Context: an optimization exercise on an open-source flow, tuned for a short achievable clock period. The choices shown serve that exercise and are no tape-out recipe. Function was checked by simulation only, so behaviour that the tests miss may differ from the original. No activity file was given, so power comes from the tool's default toggle rates.

==> design/flow/design.v <==
package cpu_cfg_pkg;
  localparam int data_w = 16;
  localparam int dstk_depth = 16;                 
  localparam int dstk_aw    = $clog2(dstk_depth);
  localparam int dstk_cw    = $clog2(dstk_depth + 3);
  localparam int cstk_depth = 16;
  localparam int cstk_aw    = $clog2(cstk_depth);
  localparam int cstk_cw    = cstk_aw + 1;
  localparam logic [data_w-1:0] reset_ip = '0;
endpackage
package cpu_isa_pkg;
  localparam int insn_w = 16;
  localparam logic [insn_w-1:0] insn_isr_load = 16'h7811;
  localparam logic [insn_w-1:0] imm_mask_lit  = 16'h7fff;   
  localparam logic [insn_w-1:0] imm_mask_br   = 16'h0ffe;   
  localparam logic [insn_w-1:0] imm_mask_word = 16'h03fe;   
  localparam logic [insn_w-1:0] imm_mask_byte = 16'h03ff;
  typedef enum logic [1:0] {
    src_stk0 = 2'h0,
    src_fp   = 2'h1,
    src_ip   = 2'h2,
    src_cstk = 2'h3
  } src_a_t;
  typedef enum logic [1:0] {
    src_imm  = 2'h0,
    src_stk1 = 2'h1,
    src_isr  = 2'h2
  } src_b_t;
  typedef enum logic [5:0] {
    alu_add   = 6'd0,
    alu_sub   = 6'd1,
    alu_and   = 6'd2,
    alu_or    = 6'd3,
    alu_xor   = 6'd4,
    alu_shl   = 6'd5,
    alu_shr   = 6'd6,
    alu_eq    = 6'd7,
    alu_lt    = 6'd8,
    alu_not   = 6'd9,
    alu_a     = 6'd10,
    alu_b     = 6'd11,
    alu_addz  = 6'd12,
    alu_addnz = 6'd13
  } alu_sel_t;
endpackage
`timescale 1ns/100ps
module stack_cpu
(
  input  logic        clk,
  input  logic        rst_n,
  output logic [15:0] imem_addr,
  input  logic [15:0] insn,
  output logic [15:0] dmem_addr,
  output logic [15:0] dmem_wdata,
  output logic        dmem_we,
  output logic        dmem_re,
  output logic        dmem_byte,
  input  logic [15:0] dmem_rdata
);
  logic [15:0] ip, fp, isr;
  logic [15:0] top0, top1;           
  logic [15:0] dmem_stk [16];        
  logic [4:0]  depth;                
  logic [15:0] cmem [16];            
  logic [4:0]  cptr;                 
  logic [15:0] ctop, ip2;
  assign ctop = cmem[cptr[3:0] - 4'd1];
  assign ip2  = ip + 16'd2;
  logic [3:0] op;
  logic [1:0] asel;
  logic is_lit, is_j, is_jc, is_b, is_w, is_6, is_alu, is_sys;
  assign op     = insn[15:12];
  assign asel   = insn[11:10];
  assign is_lit = insn[15];
  assign is_j   = op == 4'b0000;
  assign is_jc  = op == 4'b0001;
  assign is_b   = insn[15:13] == 3'b001 || op == 4'b0101;   
  assign is_w   = op == 4'b0100;                             
  assign is_6   = op == 4'b0110;
  assign is_alu = op == 4'b0111 && !insn[11];
  assign is_sys = op == 4'b0111 && insn[11];
  logic [15:0] tn_sum, tn_dif, tn_shl, tn_shr, t_step, alu_tn;
  logic        t_zero, tn_eq, tn_lt;
  assign tn_sum = top0 + top1;
  assign tn_dif = top0 - top1;
  assign tn_shl = top0 << top1[3:0];
  assign tn_shr = top0 >> top1[3:0];
  assign t_step = top0 + 16'd2;
  assign t_zero = top0 == 16'd0;
  assign tn_eq  = top0 == top1;
  assign tn_lt  = $signed(top0) < $signed(top1);
  always_comb
  begin
    case (insn[5:0])
      6'd0:    alu_tn = tn_sum;
      6'd1:    alu_tn = tn_dif;
      6'd2:    alu_tn = top0 & top1;
      6'd3:    alu_tn = top0 | top1;
      6'd4:    alu_tn = top0 ^ top1;
      6'd5:    alu_tn = tn_shl;
      6'd6:    alu_tn = tn_shr;
      6'd7:    alu_tn = {15'd0, tn_eq};
      6'd8:    alu_tn = {15'd0, tn_lt};
      6'd9:    alu_tn = ~top0;
      6'd10:   alu_tn = top0;
      6'd11:   alu_tn = top1;
      6'd12:   alu_tn = t_zero ? tn_sum : t_step;
      6'd13:   alu_tn = !t_zero ? tn_sum : t_step;
      default: alu_tn = 16'd0;
    endcase
  end
  logic [9:0] xb, xw;
  logic       sgn;
  assign xb  = insn[9:0];               
  assign xw  = {insn[9], insn[9:1]};    
  assign sgn = insn[9];
  logic [10:0] lo_fp_b, lo_ip_b, lo_c_b, lo_t_b, lo_fp_w, lo_ip_w, lo_c_w;
  assign lo_fp_b = {1'b0, fp[9:0]}   + {1'b0, xb};
  assign lo_ip_b = {1'b0, ip[9:0]}   + {1'b0, xb};
  assign lo_c_b  = {1'b0, ctop[9:0]} + {1'b0, xb};
  assign lo_t_b  = {1'b0, top0[9:0]} + {1'b0, xb};
  assign lo_fp_w = {1'b0, fp[9:0]}   + {1'b0, xw};
  assign lo_ip_w = {1'b0, ip[9:0]}   + {1'b0, xw};
  assign lo_c_w  = {1'b0, ctop[9:0]} + {1'b0, xw};
  logic [5:0] fp_hm, fp_hp, ip_hm, ip_hp, c_hm, c_hp, t_hp;
  assign fp_hm = fp[15:10] - 6'd1;
  assign fp_hp = fp[15:10] + 6'd1;
  assign ip_hm = ip[15:10] - 6'd1;
  assign ip_hp = ip[15:10] + 6'd1;
  assign c_hm  = ctop[15:10] - 6'd1;
  assign c_hp  = ctop[15:10] + 6'd1;
  assign t_hp  = top0[15:10] + 6'd1;
  function automatic logic [15:0] sx(input logic [10:0] lo, input logic [5:0] hm,
                                     input logic [5:0] h, input logic [5:0] hp,
                                     input logic s);
    logic [5:0] hi;
    case ({lo[10], s})
      2'b00:   hi = h;
      2'b01:   hi = hm;
      2'b10:   hi = hp;
      default: hi = h;
    endcase
    sx = {hi, lo[9:0]};
  endfunction
  logic [15:0] fp_b, ip_b, c_b, fp_w, ip_w, c_w, fp_z, t_z;
  assign fp_b = sx(lo_fp_b, fp_hm, fp[15:10], fp_hp, sgn);
  assign ip_b = sx(lo_ip_b, ip_hm, ip[15:10], ip_hp, sgn);
  assign c_b  = sx(lo_c_b,  c_hm,  ctop[15:10], c_hp, sgn);
  assign fp_w = sx(lo_fp_w, fp_hm, fp[15:10], fp_hp, sgn);
  assign ip_w = sx(lo_ip_w, ip_hm, ip[15:10], ip_hp, sgn);
  assign c_w  = sx(lo_c_w,  c_hm,  ctop[15:10], c_hp, sgn);
  assign fp_z = {lo_fp_b[10] ? fp_hp : fp[15:10], lo_fp_b[9:0]};
  assign t_z  = {lo_t_b[10]  ? t_hp  : top0[15:10], lo_t_b[9:0]};
  logic [11:0] lo_br;
  logic [4:0]  br_hm, br_hp, br_hi;
  logic [15:0] br;
  assign lo_br = {1'b0, ip[10:0]} + {1'b0, insn[11:1]};
  assign br_hm = ip[15:11] - 5'd1;
  assign br_hp = ip[15:11] + 5'd1;
  always_comb
  begin
    case ({lo_br[11], insn[11]})
      2'b00:   br_hi = ip[15:11];
      2'b01:   br_hi = br_hm;
      2'b10:   br_hi = br_hp;
      default: br_hi = ip[15:11];
    endcase
  end
  assign br = {br_hi, lo_br[10:0]};
  logic cond, s_lit, s_br, s_ip2, s_bi, s_bf, s_bp, s_bc, s_wi, s_wf, s_wp, s_wc;
  logic s_6i, s_6f, s_6t, s_alu, s_sisr, s_sc, s_sfp, s_st;
  assign cond   = insn[0] ? !t_zero : t_zero;
  assign s_lit  = is_lit;
  assign s_br   = is_j || (is_jc && cond);
  assign s_ip2  = is_jc && !cond;
  assign s_bi   = is_b && asel == 2'd0;
  assign s_bf   = is_b && asel == 2'd1;
  assign s_bp   = is_b && asel == 2'd2;
  assign s_bc   = is_b && asel == 2'd3;
  assign s_wi   = is_w && asel == 2'd0;
  assign s_wf   = is_w && asel == 2'd1;
  assign s_wp   = is_w && asel == 2'd2;
  assign s_wc   = is_w && asel == 2'd3;
  assign s_6i   = is_6 && asel == 2'd0;
  assign s_6f   = is_6 && asel == 2'd1;
  assign s_6t   = is_6 && insn[11];
  assign s_alu  = is_alu;
  assign s_sisr = is_sys && insn[4] && !insn[0];
  assign s_sc   = is_sys && !insn[4] && !insn[0] && insn[3:2] == 2'b00;
  assign s_sfp  = is_sys && insn[3:0] == 4'b0011;
  assign s_st   = is_sys && !(insn[4] && !insn[0]) && !(insn[3:2] == 2'b00 && !insn[0]) &&
                  insn[3:0] != 4'b0011;
  logic [15:0] alu_res;
  assign alu_res = ({16{s_lit}}  & {1'b0, insn[14:0]})     |
                   ({16{s_br}}   & br)                      |
                   ({16{s_ip2}}  & ip2)                     |
                   ({16{s_bi}}   & {{6{sgn}}, xb})          |
                   ({16{s_bf}}   & fp_b)                    |
                   ({16{s_bp}}   & ip_b)                    |
                   ({16{s_bc}}   & c_b)                     |
                   ({16{s_wi}}   & {{7{sgn}}, insn[9:1]})   |
                   ({16{s_wf}}   & fp_w)                    |
                   ({16{s_wp}}   & ip_w)                    |
                   ({16{s_wc}}   & c_w)                     |
                   ({16{s_6i}}   & {6'd0, xb})              |
                   ({16{s_6f}}   & fp_z)                    |
                   ({16{s_6t}}   & t_z)                     |
                   ({16{s_alu}}  & alu_tn)                  |
                   ({16{s_sisr}} & isr)                     |
                   ({16{s_sc}}   & ctop)                    |
                   ({16{s_sfp}}  & fp)                      |
                   ({16{s_st}}   & top0);
  logic push, pop, load_stk, wr1, rd, wr, byt, cpush, cpop;
  assign push     = is_lit || op == 4'b0010 || (is_w && !insn[0]) || op == 4'b0101 ||
                    (op == 4'b0111 && insn[7]);
  assign pop      = is_jc || op == 4'b0011 || (is_w && insn[0]) || (is_alu && insn[6]) ||
                    (is_sys && insn[2]) || (is_sys && insn[4] && insn[0]);
  assign load_stk = push || is_alu || (is_sys && insn[3] && !insn[1]);
  assign wr1      = op == 4'b0111 && insn[3] && !(insn[11] && insn[4]);
  assign rd       = op == 4'b0010 || (is_w && !insn[0]) || s_6i ||
                    (is_sys && insn[3:2] == 2'b10);
  assign wr       = op == 4'b0011 || (is_w && insn[0]) || (is_sys && insn[3:2] == 2'b11);
  assign byt      = insn[15:13] == 3'b001 || (op == 4'b0111 && insn[0]);
  assign cpush    = (is_j && insn[0]) || s_6i || s_sisr || s_sfp;
  assign cpop     = s_sc;
  assign imem_addr  = ip;
  assign dmem_addr  = alu_res;
  assign dmem_wdata = (op == 4'b0111 && !(insn[11] && insn[4])) ? top1 : top0;
  assign dmem_we    = rst_n && wr;
  assign dmem_re    = rst_n && rd;
  assign dmem_byte  = byt && (rd || wr);
  logic [15:0] rd_data, din, ip_nx, fp_nx;
  assign rd_data = byt ? {8'h00, dmem_rdata[7:0]} : dmem_rdata;
  assign din     = rd ? rd_data : alu_res;
  always_comb
  begin
    if (s_br)
      ip_nx = br;
    else if (s_6i)
      ip_nx = {6'd0, xb};
    else if (is_sys && insn[3:0] == 4'b0000)
      ip_nx = insn[4] ? isr : ctop;
    else
      ip_nx = ip2;
    if (s_6f)
      fp_nx = fp_z;
    else if (is_sys && insn[3:0] == 4'b0010)
      fp_nx = insn[4] ? isr : ctop;
    else
      fp_nx = fp;
  end
  always_ff @(posedge clk)
  begin
    if (!rst_n)
    begin
      ip  <= 16'd0;
      fp  <= 16'd0;
      isr <= 16'd0;
    end
    else
    begin
      ip <= ip_nx;
      fp <= fp_nx;
      if (insn == 16'h7811)
        isr <= top0;
    end
  end
  logic [3:0] sp;
  assign sp = depth[3:0] - 4'd2;
  always_ff @(posedge clk)
  begin
    if (push && !pop && depth >= 5'd2)
      dmem_stk[sp] <= top1;
    if (push && !pop)
      top1 <= top0;
    else if (pop && !push)
    begin
      top0 <= top1;
      top1 <= dmem_stk[sp - 4'd1];
    end
    if (load_stk)
    begin
      if (wr1)
        top1 <= din;
      else
        top0 <= din;
    end
  end
  always_ff @(posedge clk)
  begin
    if (!rst_n)
      depth <= 5'd0;
    else if (push && !pop)
      depth <= depth + 5'd1;
    else if (pop && !push)
      depth <= depth - 5'd1;
  end
  always_ff @(posedge clk)
  begin
    if (cpush)
      cmem[cptr[3:0]] <= s_sfp ? fp : ip2;
  end
  always_ff @(posedge clk)
  begin
    if (!rst_n)
      cptr <= 5'd0;
    else if (cpush && !cpop)
      cptr <= cptr + 5'd1;
    else if (cpop && !cpush)
      cptr <= cptr - 5'd1;
  end
endmodule
==> design/flow/run.sh <==
#!/bin/bash
# synth_recipe.tcl (not shown) runs the flow's synth.tcl, then flattens the netlist and writes it again
# the make line also repeats each setting of config.mk as NAME=value (left out here)
make -C /OpenROAD-flow-scripts/flow DESIGN_CONFIG=/design/flow/config.mk WORK_HOME=/design/flow/orfs CLKGATE_MAP_FILE= SYNTH_SCRIPT=/design/flow/synth_recipe.tcl finish
==> design/flow/config.mk <==
export PLATFORM = sky130hd
export DESIGN_NAME = stack_cpu
export DESIGN_NICKNAME = stack_cpu
export VERILOG_FILES = /design/flow/design.v
export SDC_FILE = /design/flow/constraint.sdc
export NUM_CORES = 4
export LEC_CHECK = 0
export CAP_MARGIN = 20
export CORE_MARGIN = 2
export CORE_UTILIZATION = 40
export PLACE_DENSITY = 0.6
export SLEW_MARGIN = 20
==> design/flow/constraint.sdc <==
create_clock -name core_clock -period 12.5 [get_ports {clk}]
set_input_delay 2.5000 -clock core_clock [delete_from_list [all_inputs] [get_ports {clk}]]
set_output_delay 2.5000 -clock core_clock [all_outputs]
set_load 0.01 [all_outputs]
==> impl_metrics.yaml, run 1 <==
timing:
  setup_violations: 0
  fmax_mhz: 86.8
  setup_ws_ps: 977
  hold_slack_ps: 507
  period_share_pct: 92.2
  slew_viol_final: 0
  rsz0062_at_grt: "false"
  fin_setup_tns_ps: 0
  hold_viol: 0
  period_minus_slack_ps: 11520
  tightest_slew_ps: 1290
  finClkSkew_ps: 48.2
  relSlewSlack_pct: 13.8
grt:
  gr-total-overflow: 0
  gr-usage-all-layers_pct: 26.6
  grt_pass1_vias: 27200
  grt_pass1_wl_mm: 184
  grt_start_max_net_pins: 65
  antenna_found_initial: 0
worst_setup_path:
  crit_chain: "clkdlybuf4s50_1, ha_1, fa_1, a21o_1, a21oi_1, o21bai_1, a2111o_1, a31oi_1, nor2b_1, or2_2, ha_1, nor2_1, o21ai_0, nand2_1, a221o_1, nor3_1, o221ai_1, a211o_1, a211oi_1, o21ai_0, clkdlybuf4s50_1"
  cpLargestDelayFamily: "compound AO/OA/AOI/OAI gates"
  path_buf_inv: 2
  crit_type: "in2out"
  cp_max_fo: 13
  crit_path_end_kind: "output pin"
  cpMaxStageDelayCell: "a211oi_1"
  critPathLaunchType: "input port"
  crit_path_max_incr_delay_ps: 650
  arrival_ps: 9020
  worstPathRequired_ps: 10000
pwr:
  ir_worst_vdd_uv: 130
  combPwrFrac_pct: 32.9
  switchingPower_mw: 2.35
  p_int_mw: 4.42
  swShare_pct: 34.8
  clock_power_share_pct: 30.2
  p_seq_share_pct: 36.9
  power_leakage_nw: 14.3
  power.density_nw_per_um2: 166
  finalPower_mw: 6.77
synthesis:
  yosys_register_bits: 601
  synthMuxAreaShare_pct: 13.4
  syn_inst: 3124
  synthArstFlopShare_pct: 0
  yosysUniqueCellTypes: 99
  synthSimpleGateAreaFrac_pct: 11.6
  synthAdderAreaFrac_pct: 6.39
  ys_dominant_reg_cell: "edfxtp_1"
  syn-num-nets: 3335
  ys_warn_count: 1
  synth_top_family_by_area: "compound AO/OA/AOI/OAI gates"
  avgSynthCellArea_um2: 11.5
  synth-compound-area-share_pct: 14.7
  ys_seq_area_share_pct: 47.6
  synthesis.area_um2: 36000
  synth_edf_count: 512
  synth_xor_area_share_pct: 2.72
clock_tree:
  cts.reportedPaths.clkPinSlew_ps: 50
  clock_latency_ps: 650
  cts_sinks: 601
  h-tree-depth: 3
  cts_buffer_depth: 3
  cts_made_buffers: 69
  cts_setup_buffers: 0
  cts_root_buf: "clkbuf_16"
  cts_tree: "yes"
  cts_hold_buf: 0
  cts_resized: 0
placement:
  gp_congestion: 0.999
  placed_cells: 4291
  dp_hpwl_mm: 87.7
  dpl_cell_area_um2: 38600
  io_buffers: 84
  dpl_worst_slack_ps: 1060
routing:
  first_iter_violations: 3887
  via_count: 28000
  dr.pass1.iters: 6
  drc: 0
  wire_per_inst_um: 28.4
  antenna_left: 0
  wirelength_mm: 125
  viasPerCell: 6.34
floorplanning:
  io_pins: 85
  die_h_um: 304
  rows: 110
  dieArea_um2: 92500
  core_um2: 89600
  initial_core_util_pct: 40.2
  die_w_um: 304
layout:
  drive_above_1_share_pct: 15.3
  design_area_um2: 40900
  layoutNonFillerInstCount: 4416
  area_growth_pct: 13.5
  finish.net_count: 3398
  fin_util_pct: 45.7
run_status:
  status: "no timing/DRC/antenna violations"
job:
  cap_violations: 0
min_path:
  hp-class: "reg2reg"
registers in the layout, summed over array words and instances, names as in the netlist:
register / flops
cptr: 4
dmem_stk: 256
fp: 16
isr: 16
top1: 16
top0: 16
ip: 16
depth: 5
cmem: 256
cell usage in the layout (no fill, tap or decap), types with 63 or more instances in the layout:
cell type,Yosys,final
edfxtp_1,512,512
nor2_1,272,244
nand2_1,227,227
a21oi_1,192,183
mux4_2,174,174
ha_1,165,163
o21ai_0,117,117
buf_4,2,112
inv_1,110,110
dfxtp_1,89,84
clkdlybuf4s50_1,0,83
xnor2_1,84,81
nand3_1,72,72
clkbuf_16,0,70
nor3_1,68,63
area by class of cell:
| type | count | area, um2 |
|---|---|---|
| fill | 8208 | 48700 |
| multi-input combinational | 2199 | 17800 |
| sequential | 601 | 17200 |
| clock buffer | 84 | 1800 |
| timing repair buffer | 197 | 1690 |
| tap | 1176 | 1470 |
| clock inverter | 38 | 475 |
| inverter | 119 | 447 |
| antenna | 2 | 5.00 |
cell usage after synthesis, types with 21 or more instances:
| master | instances | share of area (%) |
|---|---|---|
| xnor2_1 | 84 | 2.0 |
| clkbuf_1 | 162 | 1.7 |
| a21oi_1 | 192 | 2.7 |
| mux2i_1 | 61 | 1.7 |
| nor4_1 | 27 | 0.47 |
| and2_1 | 21 | 0.36 |
| a21o_1 | 40 | 0.83 |
| edfxtp_1 | 512 | 43 |
| dfxtp_1 | 89 | 4.9 |
| xor2_1 | 28 | 0.68 |
| mux4_2 | 174 | 11 |
| inv_1 | 110 | 1.1 |
| nand2_1 | 227 | 2.4 |
| nor2b_1 | 28 | 0.49 |
| mux2_2 | 22 | 0.69 |
| o221ai_1 | 21 | 0.51 |
| ha_1 | 165 | 5.7 |
| and3_1 | 33 | 0.57 |
| nand3_1 | 72 | 1.0 |
| a22oi_1 | 53 | 1.1 |
| a221oi_1 | 31 | 0.75 |
| nor3_1 | 68 | 0.94 |
| o211ai_1 | 32 | 0.67 |
| o21ai_0 | 117 | 1.6 |
| a211oi_1 | 38 | 0.79 |
| o21bai_1 | 26 | 0.54 |
| nor2_1 | 272 | 2.8 |
cell families (layout without fill, tap and decap cells):
| logic type | Yosys count | count (layout) |
|---|---|---|
| compound gates | 778 | 778 |
| xor+xnor | 112 | 112 |
| simple gates | 870 | 870 |
| other cells | 0 | 2 |
| fa+ha+maj | 177 | 177 |
| mux | 262 | 262 |
| buf+inv | 324 | 438 |
| flops | 601 | 601 |
layer usage:
metal | vias to the layer above | wire [um] | track usage (%)
li1 | 12200 | - | -
met1 | 13900 | 49800 | 35.0
met2 | 1519 | 58400 | 42.9
met3 | 319 | 12200 | 5.87
met4 | 0 | 5040 | 10.3
met5 | - | 0 | 0
worst reg2reg max path, stage by stage, from the launching register on:
cell and delay (ps):
dfxtp_1 500, inv_1 150, ha_2 770, mux4_2 410
nand2_1 80, nand3_1 80, nand2_1 290, inv_1 120
ha_1 230, fa_1 430, a21o_1 180, a21oi_1 250
o21bai_1 140, a2111oi_0 400, nor3_1 150, a21o_1 200
a21oi_1 320, inv_1 90, ha_1 540, a311o_1 190
mux2i_1 70, o41ai_1 630, nand4_1 360, a311oi_2 610
o21ai_1 130
power groups by stage:
stage | Clock, mW | Sequential [mW] | Combinational (mW)
final | 2.05 | 2.50 | 2.23
after global placement | 0 | 2.54 | 2.18
after detailed placement | 0 | 2.54 | 2.18
after CTS | 2.08 | 2.50 | 2.20
after global routing | 2.16 | 2.51 | 2.37
after floorplan | 0 | 2.49 | 1.45
path summary, 6_finish.rpt:
check                        start               endpoint  slack (ps)  cells after the start
max                        insn[1]          dmem_addr[10]         980                     21
min          depth[4]$_SDFFE_PN0P_  depth[4]$_SDFFE_PN0P_         510                      2
max reg2reg   cptr[1]$_SDFFE_PN0P_       top0[14]$_DFF_P_        5030                     24
min reg2reg  depth[4]$_SDFFE_PN0P_  depth[4]$_SDFFE_PN0P_         510                      2
==> inputs of run 2 (changes only) <==
--- a/design/flow/config.mk
+++ b/design/flow/config.mk
@@ -5,8 +5,10 @@
 export SDC_FILE = /design/flow/constraint.sdc
 export NUM_CORES = 4
 export LEC_CHECK = 0
+export ABC_CLOCK_PERIOD_IN_PS = 2000
 export CAP_MARGIN = 20
 export CORE_MARGIN = 2
 export CORE_UTILIZATION = 40
 export PLACE_DENSITY = 0.6
+export SETUP_SLACK_MARGIN = 5
 export SLEW_MARGIN = 20
==> impl_metrics.yaml, run 2 <==
run_status:
  status: "no timing/DRC/antenna violations"
routing:
  first_iter_violations: 3624
  wire_per_inst_um: 28.5
  wirelength_mm: 129
  antenna_left: 0
  viasPerCell: 6.36
  via_count: 28900
  drc: 0
  dr.pass1.iters: 6
clock_tree:
  cts.reportedPaths.clkPinSlew_ps: 60
  h-tree-depth: 3
  cts_buffer_depth: 3
  cts_made_buffers: 67
  cts_tree: "yes"
  clock_latency_ps: 630
  cts_root_buf: "clkbuf_16"
  cts_hold_buf: 0
  cts_sinks: 601
synthesis:
  netlist_top_cells_count: "edfxtp_1 (512), nor2_1 (272), nand2_1 (227), a21oi_1 (192), mux4_2 (174)"
  ys_warn_count: 1
  synth.most_common_cell: "edfxtp_1"
  synth.top_cells.by_area: "edfxtp_1 (43%), mux4_2 (11%), ha_1 (5.7%)"
  yosys_register_bits: 601
  yosysTopAreaCell: "edfxtp_1"
  synth_edf_count: 512
  syn_inst: 3124
  yosys.area.top_type_share_pct: 42.6
  syn-num-nets: 3335
  synthArstFlopShare_pct: 0
  ys_seq_area_share_pct: 47.6
  avgSynthCellArea_um2: 11.5
  ys_dominant_reg_cell: "edfxtp_1"
  yosysUniqueCellTypes: 99
  synthesis.area_um2: 36000
worst_setup_path:
  worst-r2r-setup-slack_ps: 6510
  cp_max_fo: 6
  rr_startpoint: "cptr[1]$_SDFFE_PN0P_"
  crit_path_start: "insn[2]"
  crit_chain: "buf_8, buf_12, fa_2, a21o_1, a21oi_2, o21bai_1, a2111o_1, a31oi_4, nor2b_1, or2_4, ha_4, buf_4, nor2_1, o21ai_1, nand2_1, a221o_1, nor3_2, o221ai_2, a211o_1, a211oi_4, o21ai_2, buf_2"
  arrival_ps: 6790
  cpMaxStageDelayCell: "a2111o_1"
  crit_path_end_kind: "output pin"
  worstPathRequired_ps: 10000
  critPathLaunchType: "input port"
  crit_path_max_incr_delay_ps: 460
  crit_type: "in2out"
grt:
  gr-total-overflow: 0
  grt_pass1_vias: 27900
  antenna_found_initial: 5
  gr-usage-all-layers_pct: 27.3
  grt_pass1_wl_mm: 189
  grt_start_max_net_pins: 59
layout:
  layout_commonest_cell: "edfxtp_1"
  design_area_um2: 43500
  area_growth_pct: 20.6
  finish.net_count: 3526
  fin_util_pct: 48.5
  drive_above_1_share_pct: 24.8
  final_cell_mix: "edfxtp_1 (512), nor2_1 (240), nand2_1 (217)"
pwr:
  power_leakage_nw: 15.4
  power.density_nw_per_um2: 158
  finalPower_mw: 6.89
  ir_worst_vdd_uv: 129
floorplanning:
  io_pins: 85
  die_h_um: 304
  initial_core_util_pct: 40.2
  dieArea_um2: 92500
  rows: 110
  core_um2: 89600
  die_w_um: 304
timing:
  relSlewSlack_pct: 19.2
  tightest_slew_ps: 1210
  period_minus_slack_ps: 9290
  period_share_pct: 74.4
  rsz0062_at_grt: "true"
  finClkSkew_ps: 28.1
  fmax_mhz: 108
  setup_violations: 0
  slew_viol_final: 0
  setup_ws_ps: 3210
  hold_viol: 0
  fin_setup_tns_ps: 0
placement:
  gp_congestion: 1.01
  dpl_worst_slack_ps: 1500
  dp_hpwl_mm: 88.3
  io_buffers: 84
  dpl_cell_area_um2: 38700
min_path:
  hold_path.startpoint: "depth[4]$_SDFFE_PN0P_"
  hp-class: "reg2reg"
job:
  cap_violations: 0
## run 2: cell counts after synthesis
Identical to the previous run, type by type.
## run 2: area by class of cell
type | instances | area [um2]
fillers | 7864 | 46100
multi-input cells | 2199 | 19200
flip-flops and latches | 601 | 17200
repair buffers | 327 | 3040
clock buffers | 80 | 1730
well taps | 1176 | 1470
inverters | 119 | 455
clock inverters | 41 | 425
diodes | 1 | 2.50
## run 2: kinds of logic after synthesis
logic type,after synthesis,synth area share [%]
buf+inv,324,3.57
xor+xnor,112,2.72
simple gates,870,11.6
compound gates,778,14.7
mux,262,13.4
flops,601,47.6
fa+ha+maj,177,6.39
## run 2: worst paths after layout
| check | to | cells after the start |
|---|---|---|
| setup reg to reg | top0[11]$_DFF_P_ | 23 |
| hold / removal | depth[4]$_SDFFE_PN0P_ | 2 |
| setup / recovery | dmem_addr[10] | 22 |
| hold reg to reg | depth[4]$_SDFFE_PN0P_ | 2 |
## run 2: worst max-delay path: cells and delay by family
family,cells,cell delay (ps)
AO/OA/AOI/OAI,11,2470
adder cells (fa/ha/maj),2,650
AND/OR/NAND/NOR,5,610
buffers and inverters,4,550
## run 2: layer usage
layer	vias to the layer above	track usage [%]	wire, um
li1	12500	-	-
met1	14400	36.1	51500
met2	1633	42.8	58600
met3	386	6.35	12800
met4	8	12.1	6490
met5	-	0	45
## run 2: power by group
| part | internal (mW) | switching (mW) | total [mW] |
|---|---|---|---|
| logic | 1.00 | 1.48 | 2.48 |
| clock network | 1.09 | 0.840 | 1.93 |
| registers | 2.36 | 0.117 | 2.48 |
| total | 4.45 | 2.44 | 6.89 |
## run 2: repair_timing
action	in CTS	in global routing
cloned	4	1
setup endpoints to repair	37	18
buffers inserted	93	36
gates resized for setup	316	120
pin swaps	90	82
## run 2: through the flow
stage	std cells	hold WS, ps
detailed placement	4288	510
global placement	4287	489
CTS	4506	518
global route	4543	564
finish	4544	512
floorplan	3124	464

[re-timing with driven ports]
No port has a modelled driver above. Below, the same layouts with a new extraction and two added sets of constraints.
Step 1 assumes that a clkbuf_16 drives the clock port and a buf_2 every other input.
Step 2 adds t to the input delays and takes it off the output delays; t is the mean of the earliest and latest rising clock arrival at the registers after step 1. Input paths then give back, and output paths get back, about the clock's delay inside the block.
Slacks: no drivers / after step 1 / after step 2; pairs: no drivers / after step 1.
run | t, ns | setup slack, ns | hold WS [ns] | worst register clock-pin slew, ns | worst slew at a driven data input, ns
run 1 | 0.684 | 0.977 / 0.957 / 0.957 | 0.507 / 0.507 / 0.507 | 0.07 / 0.07 | 0.14
run 2 | 0.677 | 3.206 / 3.168 / 3.168 | 0.512 / 0.512 / 0.512 | 0.07 / 0.07 | 0.12
After both steps every run listed still meets setup and hold. For run 2, which loses most, drivers alone change the setup slack by -0.038 ns; drivers and shift together by -0.038 ns.
